From an optimization exercise on the open Yosys and OpenROAD flow, aimed at a short achievable clock period and few clock cycles per item; shortcuts taken in it are not production practice. Only simulation tests tie the RTL to the original design; equivalence was not proved. Power is estimated from default activity; no workload was simulated.

--- design/flow/design.v ---
package lpd_pkg;
   localparam int CHAN_W = 4;
   localparam int BYTE_W = 8;
   localparam int LEN_W  = 64;
   localparam int DEF_NUM_CHANNELS = 16;
   localparam int DEF_HEADER_BYTES = 8;
   localparam int FIFO_DEPTH = 8;
   localparam int CREDITS    = FIFO_DEPTH;
   localparam int CRED_W     = 4;   
   typedef struct packed {
      logic [CHAN_W-1:0] channel;
      logic [BYTE_W-1:0] data_byte;
   } req_type;
   typedef struct packed {
      logic [CHAN_W-1:0] out_channel;
      logic [BYTE_W-1:0] payload_byte;
      logic              first_of_frame;
      logic              last_of_frame;
      logic              empty_frame;
   } rsp_type;
   typedef struct packed {
      logic    present;
      rsp_type word;
   } ctx_res_type;
endpackage
module lpd_ctx
#(
   parameter int NUM_CHANNELS = lpd_pkg::DEF_NUM_CHANNELS,
   parameter int HEADER_BYTES = lpd_pkg::DEF_HEADER_BYTES
) (
   input  logic                clock,
   input  logic                reset,
   input  logic                in_valid,
   input  logic [((NUM_CHANNELS < (1 << lpd_pkg::CHAN_W)) ? NUM_CHANNELS : (1 << lpd_pkg::CHAN_W))-1:0] in_sel,
   input  lpd_pkg::req_type    in_item,
   output logic                res_valid,
   output lpd_pkg::rsp_type    res_word,
   output logic                res_none
);
   localparam int DEPTH = (NUM_CHANNELS < (1 << lpd_pkg::CHAN_W)) ? NUM_CHANNELS : (1 << lpd_pkg::CHAN_W);
   localparam int HB    = HEADER_BYTES;
   localparam int LW    = lpd_pkg::LEN_W;
   localparam int BW    = lpd_pkg::BYTE_W;
   localparam int NB    = LW / BW;
   localparam int O_LEN  = 0;
   localparam int O_PEND = O_LEN + LW;
   localparam int O_OPEN = O_PEND + NB - 1;
   localparam int O_UPZ  = O_OPEN + 1;
   localparam int O_ZERO = O_UPZ + 1;
   localparam int O_HDR  = O_ZERO + 1;
   localparam int O_PAY  = O_HDR + HB;
   localparam int CW     = O_PAY + 1;
   localparam int RW     = 1 + HB;
   localparam int KW     = CW - RW;
   logic [RW-1:0] s_rst  [DEPTH];
   logic [KW-1:0] s_keep [DEPTH];
   logic             x_valid;
   logic [DEPTH-1:0] x_sel;
   lpd_pkg::req_type x_item;
   logic [CW-1:0]    x_ctx;
   logic             x_pay;
   logic [HB-1:0]    x_hdr;
   logic             x_zero;
   logic             x_upz;
   logic             x_open;
   logic [NB-1:1]    x_pend;
   logic [LW-1:0]    x_len;
   assign x_pay  = x_ctx[O_PAY];
   assign x_hdr  = x_ctx[O_HDR +: HB];
   assign x_zero = x_ctx[O_ZERO];
   assign x_upz  = x_ctx[O_UPZ];
   assign x_open = x_ctx[O_OPEN];
   assign x_pend = x_ctx[O_PEND +: NB-1];
   assign x_len  = x_ctx[O_LEN +: LW];
   logic             n_pay;
   logic [HB-1:0]    n_hdr;
   logic             n_zero;
   logic             n_upz;
   logic             n_open;
   logic [NB-1:1]    n_pend;
   logic [LW-1:0]    n_len;
   logic [CW-1:0]    n_ctx;
   logic             b_zero;
   logic             all_zero;
   logic [BW-1:0]    low;
   logic             low_zero;
   logic             pay_last;
   logic             present;
   lpd_pkg::rsp_type word;
   assign b_zero   = (x_item.data_byte == '0);
   assign all_zero = (x_hdr[0] | x_zero) & b_zero;
   assign low      = x_len[BW-1:0];
   assign low_zero = (low == '0);
   assign pay_last = (low == BW'(1)) & x_upz;
   always_comb begin
      if (x_pay) begin
         n_hdr  = x_hdr;
         n_zero = x_zero;
         n_upz  = (x_pend == '0) & (x_len[LW-1:BW] == '0);
         n_len[BW-1:0] = low - BW'(1);
         for (int k = 1; k < NB; k++) begin
            n_len[k*BW +: BW] = x_pend[k] ? (x_len[k*BW +: BW] - BW'(1)) : x_len[k*BW +: BW];
         end
         n_pend[1] = low_zero;
         for (int k = 2; k < NB; k++) begin
            n_pend[k] = x_pend[k-1] & (x_len[(k-1)*BW +: BW] == '0);
         end
      end else begin
         n_hdr  = {x_hdr[HB-2:0], x_hdr[HB-1]};
         n_zero = x_hdr[0] ? b_zero : (x_zero & b_zero);
         n_upz  = x_hdr[0] | (x_upz & b_zero);
         n_len  = x_len;
         for (int k = 0; k < HB; k++) begin
            if (k < NB) begin
               if (x_hdr[k]) n_len[k*BW +: BW] = x_item.data_byte;
            end
         end
         n_pend = '0;
      end
      n_open = x_pay & ~pay_last;
      n_pay  = x_pay ? ~pay_last : (x_hdr[HB-1] & ~all_zero);
      n_ctx  = {n_pay, n_hdr, n_zero, n_upz, n_open, n_pend, n_len};
   end
   always_comb begin
      present             = (|x_sel) & (x_pay | (x_hdr[HB-1] & all_zero));
      word.out_channel    = x_item.channel;
      word.payload_byte   = x_pay ? x_item.data_byte : '0;
      word.first_of_frame = x_pay & ~x_open;
      word.last_of_frame  = ~x_pay | pay_last;
      word.empty_frame    = ~x_pay;
   end
   logic             w_valid;
   logic [DEPTH-1:0] w_sel;
   logic [CW-1:0]    w_ctx;
   logic          same;
   logic          same_w;
   logic [CW-1:0] r_ctx;
   assign same   = x_valid & (|(x_sel & in_sel));
   assign same_w = w_valid & (|(w_sel & in_sel));
   always_comb begin
      r_ctx = '0;
      for (int i = 0; i < DEPTH; i++) begin
         r_ctx = r_ctx | ({CW{in_sel[i]}} & {s_rst[i], s_keep[i]});
      end
   end
   always_ff @(posedge clock) begin
      if (reset) begin
         x_valid <= 1'b0;
         w_valid <= 1'b0;
      end else begin
         x_valid <= in_valid;
         w_valid <= x_valid;
      end
   end
   always_ff @(posedge clock) begin
      x_sel  <= in_sel;
      x_item <= in_item;
      if (same) begin
         x_ctx <= n_ctx;
      end else if (same_w) begin
         x_ctx <= w_ctx;
      end else begin
         x_ctx <= r_ctx;
      end
      w_sel <= x_sel;
      w_ctx <= n_ctx;
   end
   logic reset_ff;
   always_ff @(posedge clock) begin
      reset_ff <= reset;
   end
   always_ff @(posedge clock) begin
      for (int i = 0; i < DEPTH; i++) begin
         if (reset_ff) begin
            s_rst[i] <= {1'b0, HB'(1)};
         end else if (w_valid && w_sel[i]) begin
            s_rst[i] <= w_ctx[CW-1 -: RW];
         end
      end
   end
   always_ff @(posedge clock) begin
      for (int i = 0; i < DEPTH; i++) begin
         if (w_valid && w_sel[i]) begin
            s_keep[i] <= w_ctx[KW-1:0];
         end
      end
   end
   always_ff @(posedge clock) begin
      if (reset) begin
         res_valid <= 1'b0;
         res_none  <= 1'b0;
      end else begin
         res_valid <= x_valid & present;
         res_none  <= x_valid & ~present;
      end
   end
   always_ff @(posedge clock) begin
      res_word <= word;
   end
endmodule
module lpd_out_reg
(
   input  logic    clock,
   input  logic    reset,
   input  logic    load,
   input  lpd_pkg::rsp_type word,
   output logic    taken,
   output logic    rsp_valid,
   input  logic    rsp_ready,
   output lpd_pkg::rsp_type rsp_data
);
   localparam int D = lpd_pkg::FIFO_DEPTH;
   logic [D-1:0]       ent_valid;
   logic [D-1:0][14:0] ent_word;
   logic [D-1:0]       wr_sel;
   logic [D-1:0]       rd_sel;
   logic               valid_ff;
   lpd_pkg::rsp_type   data_ff;
   logic [D-1:0]       nx_valid;
   logic [D-1:0][14:0] nx_word;
   logic [D-1:0]       rd_next;
   logic               stay_valid;
   logic [14:0]        stay_word;
   logic               move_valid;
   logic [14:0]        move_word;
   logic               pop;
   assign rsp_valid = valid_ff;
   assign rsp_data  = data_ff;
   assign rd_next   = {rd_sel[D-2:0], rd_sel[D-1]};
   assign pop       = valid_ff & rsp_ready;
   always_comb begin
      stay_valid = 1'b0;
      stay_word  = '0;
      move_valid = 1'b0;
      move_word  = '0;
      for (int e = 0; e < D; e++) begin
         nx_valid[e] = ent_valid[e] | (load & wr_sel[e]);
         nx_word[e]  = (load & wr_sel[e]) ? word : ent_word[e];
         stay_valid  = stay_valid | (rd_sel[e] & nx_valid[e]);
         stay_word   = stay_word  | ({15{rd_sel[e]}} & nx_word[e]);
         move_valid  = move_valid | (rd_next[e] & nx_valid[e]);
         move_word   = move_word  | ({15{rd_next[e]}} & nx_word[e]);
      end
   end
   always_ff @(posedge clock) begin
      if (reset) begin
         valid_ff  <= 1'b0;
         taken     <= 1'b0;
         ent_valid <= '0;
         wr_sel    <= D'(1);
         rd_sel    <= D'(1);
      end else begin
         taken    <= pop;
         valid_ff <= pop ? move_valid : stay_valid;
         for (int e = 0; e < D; e++) begin
            if (load && wr_sel[e]) begin
               ent_valid[e] <= 1'b1;
            end else if (pop && rd_sel[e]) begin
               ent_valid[e] <= 1'b0;
            end
         end
         if (load) begin
            wr_sel <= {wr_sel[D-2:0], wr_sel[D-1]};
         end
         if (pop) begin
            rd_sel <= rd_next;
         end
      end
   end
   always_ff @(posedge clock) begin
      data_ff <= pop ? move_word : stay_word;
      for (int e = 0; e < D; e++) begin
         if (load && wr_sel[e]) begin
            ent_word[e] <= word;
         end
      end
   end
endmodule
module length_prefix_deframer_unit
#(
   parameter int NUM_CHANNELS = lpd_pkg::DEF_NUM_CHANNELS,
   parameter int HEADER_BYTES = lpd_pkg::DEF_HEADER_BYTES
) (
   input  logic    clock,
   input  logic    reset,
   input  logic    req_valid,
   output logic    req_ready,
   input  lpd_pkg::req_type req_data,
   output logic    rsp_valid,
   input  logic    rsp_ready,
   output lpd_pkg::rsp_type rsp_data
);
   localparam int DEPTH = (NUM_CHANNELS < (1 << lpd_pkg::CHAN_W)) ? NUM_CHANNELS : (1 << lpd_pkg::CHAN_W);
   localparam int CW    = lpd_pkg::CRED_W;
   logic             in_valid_ff;
   logic [DEPTH-1:0] in_sel_ff;
   lpd_pkg::req_type in_item_ff;
   logic             ready_ff;
   logic [CW-1:0]    credit_ff;
   logic [CW-1:0]    credit_base;
   logic             accept;
   logic             res_valid;
   lpd_pkg::rsp_type res_word;
   logic             res_none;
   logic             taken;
   assign req_ready = ready_ff;
   assign accept    = req_valid & ready_ff;
   always_ff @(posedge clock) begin
      if (reset) begin
         in_valid_ff <= 1'b0;
      end else begin
         in_valid_ff <= accept;
      end
   end
   always_ff @(posedge clock) begin
      in_item_ff <= req_data;
      for (int i = 0; i < DEPTH; i++) begin
         in_sel_ff[i] <= (req_data.channel == lpd_pkg::CHAN_W'(i));
      end
   end
   assign credit_base = credit_ff + CW'(res_none) + CW'(taken);
   always_ff @(posedge clock) begin
      if (reset) begin
         credit_ff <= CW'(lpd_pkg::CREDITS);
         ready_ff  <= 1'b1;
      end else if (accept) begin
         credit_ff <= credit_base - CW'(1);
         ready_ff  <= (credit_base >= CW'(2));
      end else begin
         credit_ff <= credit_base;
         ready_ff  <= (credit_base >= CW'(1));
      end
   end
   lpd_ctx #(
      .NUM_CHANNELS (NUM_CHANNELS),
      .HEADER_BYTES (HEADER_BYTES)
   ) u_ctx (
      .clock     (clock),
      .reset     (reset),
      .in_valid  (in_valid_ff),
      .in_sel    (in_sel_ff),
      .in_item   (in_item_ff),
      .res_valid (res_valid),
      .res_word  (res_word),
      .res_none  (res_none)
   );
   lpd_out_reg u_out (
      .clock     (clock),
      .reset     (reset),
      .load      (res_valid),
      .word      (res_word),
      .taken     (taken),
      .rsp_valid (rsp_valid),
      .rsp_ready (rsp_ready),
      .rsp_data  (rsp_data)
   );
endmodule
--- design/flow/flow/run.sh ---
#!/bin/bash
# The standard layout (the standard.sh, standard synthesis unchanged) with three
# changes to how it is made; the constraints (constraint.sdc) are unchanged:
#  - timing repair aims further below the clock period than SETUP_SLACK_MARGIN's range
#    allows (flow/margin.txt);
#  - each port is buffered with buf_4;
#  - after placement, the flip-flop that drives each output port's buffer is moved next
#    to that buffer and the placement legalized again (flow/moveout.tcl), before clock
#    tree synthesis.
# Each tool's full output goes to a log file here: flow_place.log, flow_moveout.log,
# flow_finish.log (ORFS's own per-step logs are under orfs/logs/).
set -euo pipefail
MARGIN=$(cat flow/margin.txt)
KNOBS=(SETUP_SLACK_MARGIN="$MARGIN" "BUFFER_PORTS_ARGS=-buffer_cell sky130_fd_sc_hd__buf_4")
bash standard.sh "${KNOBS[@]}" place > flow_place.log 2>&1
PLACE=orfs/results/$FLOW_PLATFORM/length_prefix_deframer_unit/base/3_place.odb
if IN_ODB=$PLACE OUT_ODB=$PLACE.moved openroad -no_init -exit flow/moveout.tcl > flow_moveout.log 2>&1 \
   && [[ -s $PLACE.moved ]]; then
   mv -f $PLACE.moved $PLACE
fi
bash standard.sh "${KNOBS[@]}" finish > flow_finish.log 2>&1
--- design/flow/flow/margin.txt ---
6.3
--- design/flow/flow/moveout.tcl ---
# Move the flip-flop that drives each output port's buffer next to that buffer, then legalize.
read_db $::env(IN_ODB)
set block [ord::get_db_block]
set moved 0
foreach bterm [$block getBTerms] {
  if {[$bterm getIoType] != "OUTPUT"} continue
  set net [$bterm getNet]
  set buf ""
  foreach it [$net getITerms] { if {[$it isOutputSignal]} { set buf [$it getInst] } }
  if {$buf == ""} continue
  set ff ""
  foreach it [$buf getITerms] {
    if {[$it isInputSignal]} {
      set n2 [$it getNet]
      if {$n2 == "NULL"} continue
      foreach it2 [$n2 getITerms] { if {[$it2 isOutputSignal]} { set ff [$it2 getInst] } }
    }
  }
  if {$ff == ""} continue
  set m [[$ff getMaster] getName]
  if {![string match "*df*" $m]} { puts "skip [$bterm getName] driver $m"; continue }
  set loc [$buf getLocation]
  puts "move [$ff getName] ($m) from [$ff getLocation] to $loc for [$bterm getName]"
  $ff setLocation [lindex $loc 0] [lindex $loc 1]
  incr moved
}
puts "moved $moved"
detailed_placement
check_placement -verbose
write_db $::env(OUT_ODB)
--- design/flow/standard.sh ---
#!/bin/bash
# synth_recipe.tcl (not shown) runs the flow's synth.tcl, then flattens the netlist and writes it again
# the make line also repeats each setting of config.mk as NAME=value (left out here)
make -C /OpenROAD-flow-scripts/flow DESIGN_CONFIG=/design/flow/config.mk WORK_HOME=/design/flow/orfs CLKGATE_MAP_FILE= SYNTH_SCRIPT=/design/flow/synth_recipe.tcl "${@:-finish}"
--- design/flow/config.mk ---
export PLATFORM = sky130hd
export DESIGN_NAME = length_prefix_deframer_unit
export DESIGN_NICKNAME = length_prefix_deframer_unit
export VERILOG_FILES = /design/flow/design.v
export SDC_FILE = /design/flow/constraint.sdc
export NUM_CORES = 4
export LEC_CHECK = 0
export ABC_CLOCK_PERIOD_IN_PS = 1500
export CAP_MARGIN = 20
export CORE_MARGIN = 2
export CORE_UTILIZATION = 55
export SETUP_SLACK_MARGIN = 5
export SLEW_MARGIN = 20
--- design/flow/constraint.sdc ---
create_clock -name core_clock -period 8.5 [get_ports {clock}]
set_input_delay 1.7000 -clock core_clock [delete_from_list [all_inputs] [get_ports {clock}]]
set_output_delay 1.7000 -clock core_clock [all_outputs]
set_load 0.01 [all_outputs]
==> run summary <==
-- how the worst max path moves through the flow --
stage               depth (start not counted)                  to         startpoint
floorplan                                   6  u_out.ent_valid[7]          rsp_ready
global placement                            7     u_ctx.x_ctx[59]       in_sel_ff[4]
detailed placement                          7     u_ctx.x_ctx[28]       in_sel_ff[4]
CTS                                         1        rsp_data[10]  u_out.data_ff[10]
global route                                1           rsp_valid     u_out.valid_ff
finish                                      1        rsp_data[10]  u_out.data_ff[10]
-- cell type report --
class,count,area [um2],share of cell area (%)
Multi-Input combinational cell,2345,17500,22.3
Inverter,63,581,0.741
Timing Repair inverter,13,114,0.145
Sequential cell,1753,48300,61.6
Clock inverter,83,806,1.03
Tap cell,1612,2020,2.57
Timing Repair Buffer,274,4130,5.27
Clock buffer,240,5000,6.38
Antenna cell,4,10.0,0.0128
-- layout by cell type (no fill, tap or decap), types with 39 or more instances in the layout --
master,count
a21oi_1,230
nand2_1,353
a22o_1,336
clkbuf_16,201
nor3b_1,64
a211oi_1,44
dfxtp_1,399
a22oi_1,75
clkbuf_1,40
mux2_2,127
nand3_1,71
edfxtp_1,1304
a221oi_1,318
o31ai_1,48
nand4_1,89
buf_12,45
buf_4,113
a21oi_2,39
buf_6,39
nor2b_1,47
buf_16,41
inv_1,44
-- stage by stage --
step	utilization, %	std cells	cell area [um2]	power [W]
floorplan	-	4488	66100	0.0102
detailed placement	56.7	5873	67700	0.0106
finish	65.6	6387	78400	0.0185
global placement	56.7	5873	67700	0.0106
CTS	64.3	6321	76800	0.0184
global route	65.6	6383	78400	0.0189
-- flip-flops by register name, indices dropped and copies added (netlist names), 4 cells and up --
register and flops:
in_item_ff 12, u_out.ent_word 120, u_ctx.w_sel 16, u_ctx.w_ctx 83, credit_ff 4, in_sel_ff 16, u_out.ent_valid 8, u_ctx.s_rst 144
u_out.data_ff 15, u_ctx.res_word 15, u_out.wr_sel 8, u_ctx.s_keep 1184, u_out.rd_sel 8, u_ctx.x_sel 16, u_ctx.x_ctx 83, u_ctx.x_item 12
-- power groups by stage --
| stage | sequential (W) | combinational, W | clock [W] |
|---|---|---|---|
| after floorplan | 0.00981 | 0.000433 | 0 |
| after global placement | 0.0100 | 0.000596 | 0 |
| after detailed placement | 0.0100 | 0.000600 | 0 |
| after CTS | 0.00982 | 0.000763 | 0.00784 |
| after global routing | 0.00985 | 0.000902 | 0.00818 |
| final | 0.00984 | 0.000874 | 0.00783 |
-- cells by family (layout without fill, tap and decap cells) --
group / Yosys count / in the layout / share of synthesized area, %
buffers and inverters: 393 / 673 / 2.26
AO/OA/AOI/OAI: 1326 / 1326 / 15.3
adder cells (fa/ha/maj): 14 / 14 / 0.277
flip-flops: 1753 / 1753 / 73.0
multiplexers: 136 / 136 / 2.30
AND/OR/NAND/NOR: 833 / 836 / 6.44
other: 0 / 4 / 0
XOR/XNOR: 33 / 33 / 0.438
-- layer usage --
layer	GRT usage (%)	share of wire [%]	wire, um
met2	57.1	45	107000
met1	50.7	37	88400
met5	0	0.017	41
met3	7.18	12	28500
met4	17.0	5.7	13500
-- cell usage after synthesis, drive strengths merged, types with 13 or more instances --
cell	n
ha	13
buf	65
a22oi	83
o2bb2ai	17
nand2	375
a222oi	30
a211oi	44
nor3	22
nor2	36
nand3b	17
a221oi	336
mux2	127
a21oi	305
clkinv	16
a32o	17
or3	15
nor2b	47
edfxtp	1304
inv	47
xor2	20
o31ai	74
nand3	71
and3	30
a31oi	28
or4	19
xnor2	13
nand4	89
nor3b	67
clkbuf	265
o21ai	36
nor4	13
dfxtp	449
a22o	336
-- timing repair --
item | 4_1_cts | 5_1_grt
pin swaps | 93 | 58
gates cloned | 39 | 23
setup buffers | 86 | 39
endpoints found under the setup margin | 1467 | 230
hold buffers | 0 | 0
resized for setup | 319 | 156
==> results by group <==
Outcome
  – Status: complete, no violations

Clock network
  – Root buf cell: clkbuf_16
  – CTS tree: built
  – CTS max path bufs: 3
  – Clock transition at path regs: 0.06 ns
  – Cts bufs inserted: about 170
  – H-tree Lvls: 4
  – Worst skew pair latency: 0.81 ns
  – Clock sink total: 1753

Final layout
  – Layout cells sized above 1: between 10% and 20%
  – Area grow syn2layout: 18.8%
  – Fillers: 8439
  – Layout Nets: roughly 4.7k

Flow run
  – Max cap viols: 0

Hold path
  – Worst Hold Class: reg2reg
  – Min-Delay Endpoint: u_ctx.res_word[13]
  – Hold Crit Start: u_ctx.x_item[10]
  – Hold depth: 0

Yosys
  – Most common flop cell mapped by yosys: edfxtp_1
  – Yosys reg bits: 1753
  – Synth area leaders: edfxtp_1, dfxtp_1, a221oi_1
  – Synth top area share: about three fifths
  – Synth unique cells: 54
  – Post-Syn Area: 0.0660 mm2
  – Post-synth EDFFs: 1304
  – Synth area leader: edfxtp_1
  – Syn_area_per_cell: 14.7 um2
  – Synthesized Nets: around 4.5k
  – YS warnings: 5
  – Sequential area share after synthesis: 73.0%
  – Share of flip-flops with an asynchronous set or reset: 0%
  – Mapped Cells: 4488

STA
  – Final worst slack: around 5.6 ns
  – Hold Worst Slack: 0.322 ns
  – RSZ-0062 raised after global routing: yes
  – Worst slew margin: 33.4%
  – Max Clk Rate: around 0.34 GHz
  – Tcrit/Tclk final: roughly a third
  – Fin. Hold Viols: 0
  – TNS Setup: 0 ns
  – Clock skew: 0.0287 ns
  – Slew Limit Fails: 0
  – Tmin final: roughly 2.9 ns
  – Worst slew pin tran: 0.998 ns
  – Final setup viols: 0

Global route
  – GRT Total Usage: 36.9%
  – Initial antenna violation count: 5
  – Vias in the first global route: 42.1k
  – First-pass GRT wire length: 319000 um
  – Overflow after GRT: 0
  – Largest net degree at the start of global routing: 85

Floorplanning
  – Die Area: 0.123 mm2
  – Core box area: 0.119 mm2
  – Floorplan row count: roughly 130
  – Die height: 350 um
  – DIE WIDTH: 350 um
  – Starting Density: 55.2%
  – # IOs: 33

Critical path
  – CP Buf/Inv Count: 1
  – Kind of critical path: reg2out
  – Crit-path slowest cell: dfxtp_2
  – Arr. time, crit path: between 1 and 1.5 ns
  – CP endpoint kind: output port
  – Worst r2r src: in_sel_ff[10]
  – Worst EP required: 6.80 ns
  – Largest delay share family, worst path: flip-flops
  – Cells on worst reg2reg path: 10
  – R2R Path End: u_ctx.x_ctx[40]
  – Max incr delay on CP: between 0.3 and 0.4 ns
  – R2r setup slk: 6.14 ns
  – CP Max Fanout: 1
  – Critical path startpoint category: register
  – Critical-path cell list: buf_6

Pwr
  – Clock power share: a little over two fifths
  – Int Pwr: approximately 0.014 W
  – Combinational power share: 4.7%
  – Power Dens Cells: ~240 mW/mm2
  – Power share of the sequential group: 53.1%
  – Leakage: roughly 26 nW
  – Sw Share: 22.6%
  – Switching pwr: 0.00419 W
  – VDD IR max: 216 uV

Drt
  – Drt first pass iters: 8
  – Drt total wl: roughly 240000 um
  – Iter 0 DRT Violations: 7386
  – Final antenna-violating net count: 0
  – Via density: 7.11
  – Routed WL per cell: 37.2 um
  – Via count: 45.4k
  – Residual DRC: 0

Placement
  – Post-DP HPWL: 104000 um
  – Placement Setup Slack: 4.61 ns
  – I/O Buffers: 32
  – GPL Wtd Cong: 0.877
Testbench counts, summed over its fixed seeds: cycles 160,028, items 160,000.

static timing again, ports no longer ideal:
Ports are ideal in the flow. The routed layout listed here was re-timed in OpenROAD. Step 1 assumes that a clkbuf_16 drives the clock port and a buf_2 every other input. Step 2, shift: input delay + t, output delay - t, t = (earliest + latest rising clock arrival at the registers) / 2. This alone moves slack from input paths to output paths. a / b / c = ideal ports / drivers / drivers and shift; a / b = the first two.
shift t [ns]: 0.876
slack for setup (ns): 5.551 / 5.474 / 5.524
pins driven straight from the clock port: 1
After both steps this run still meets setup and hold. The setup slack of this run moves by -0.077 ns with the drivers and by -0.027 ns with both steps.
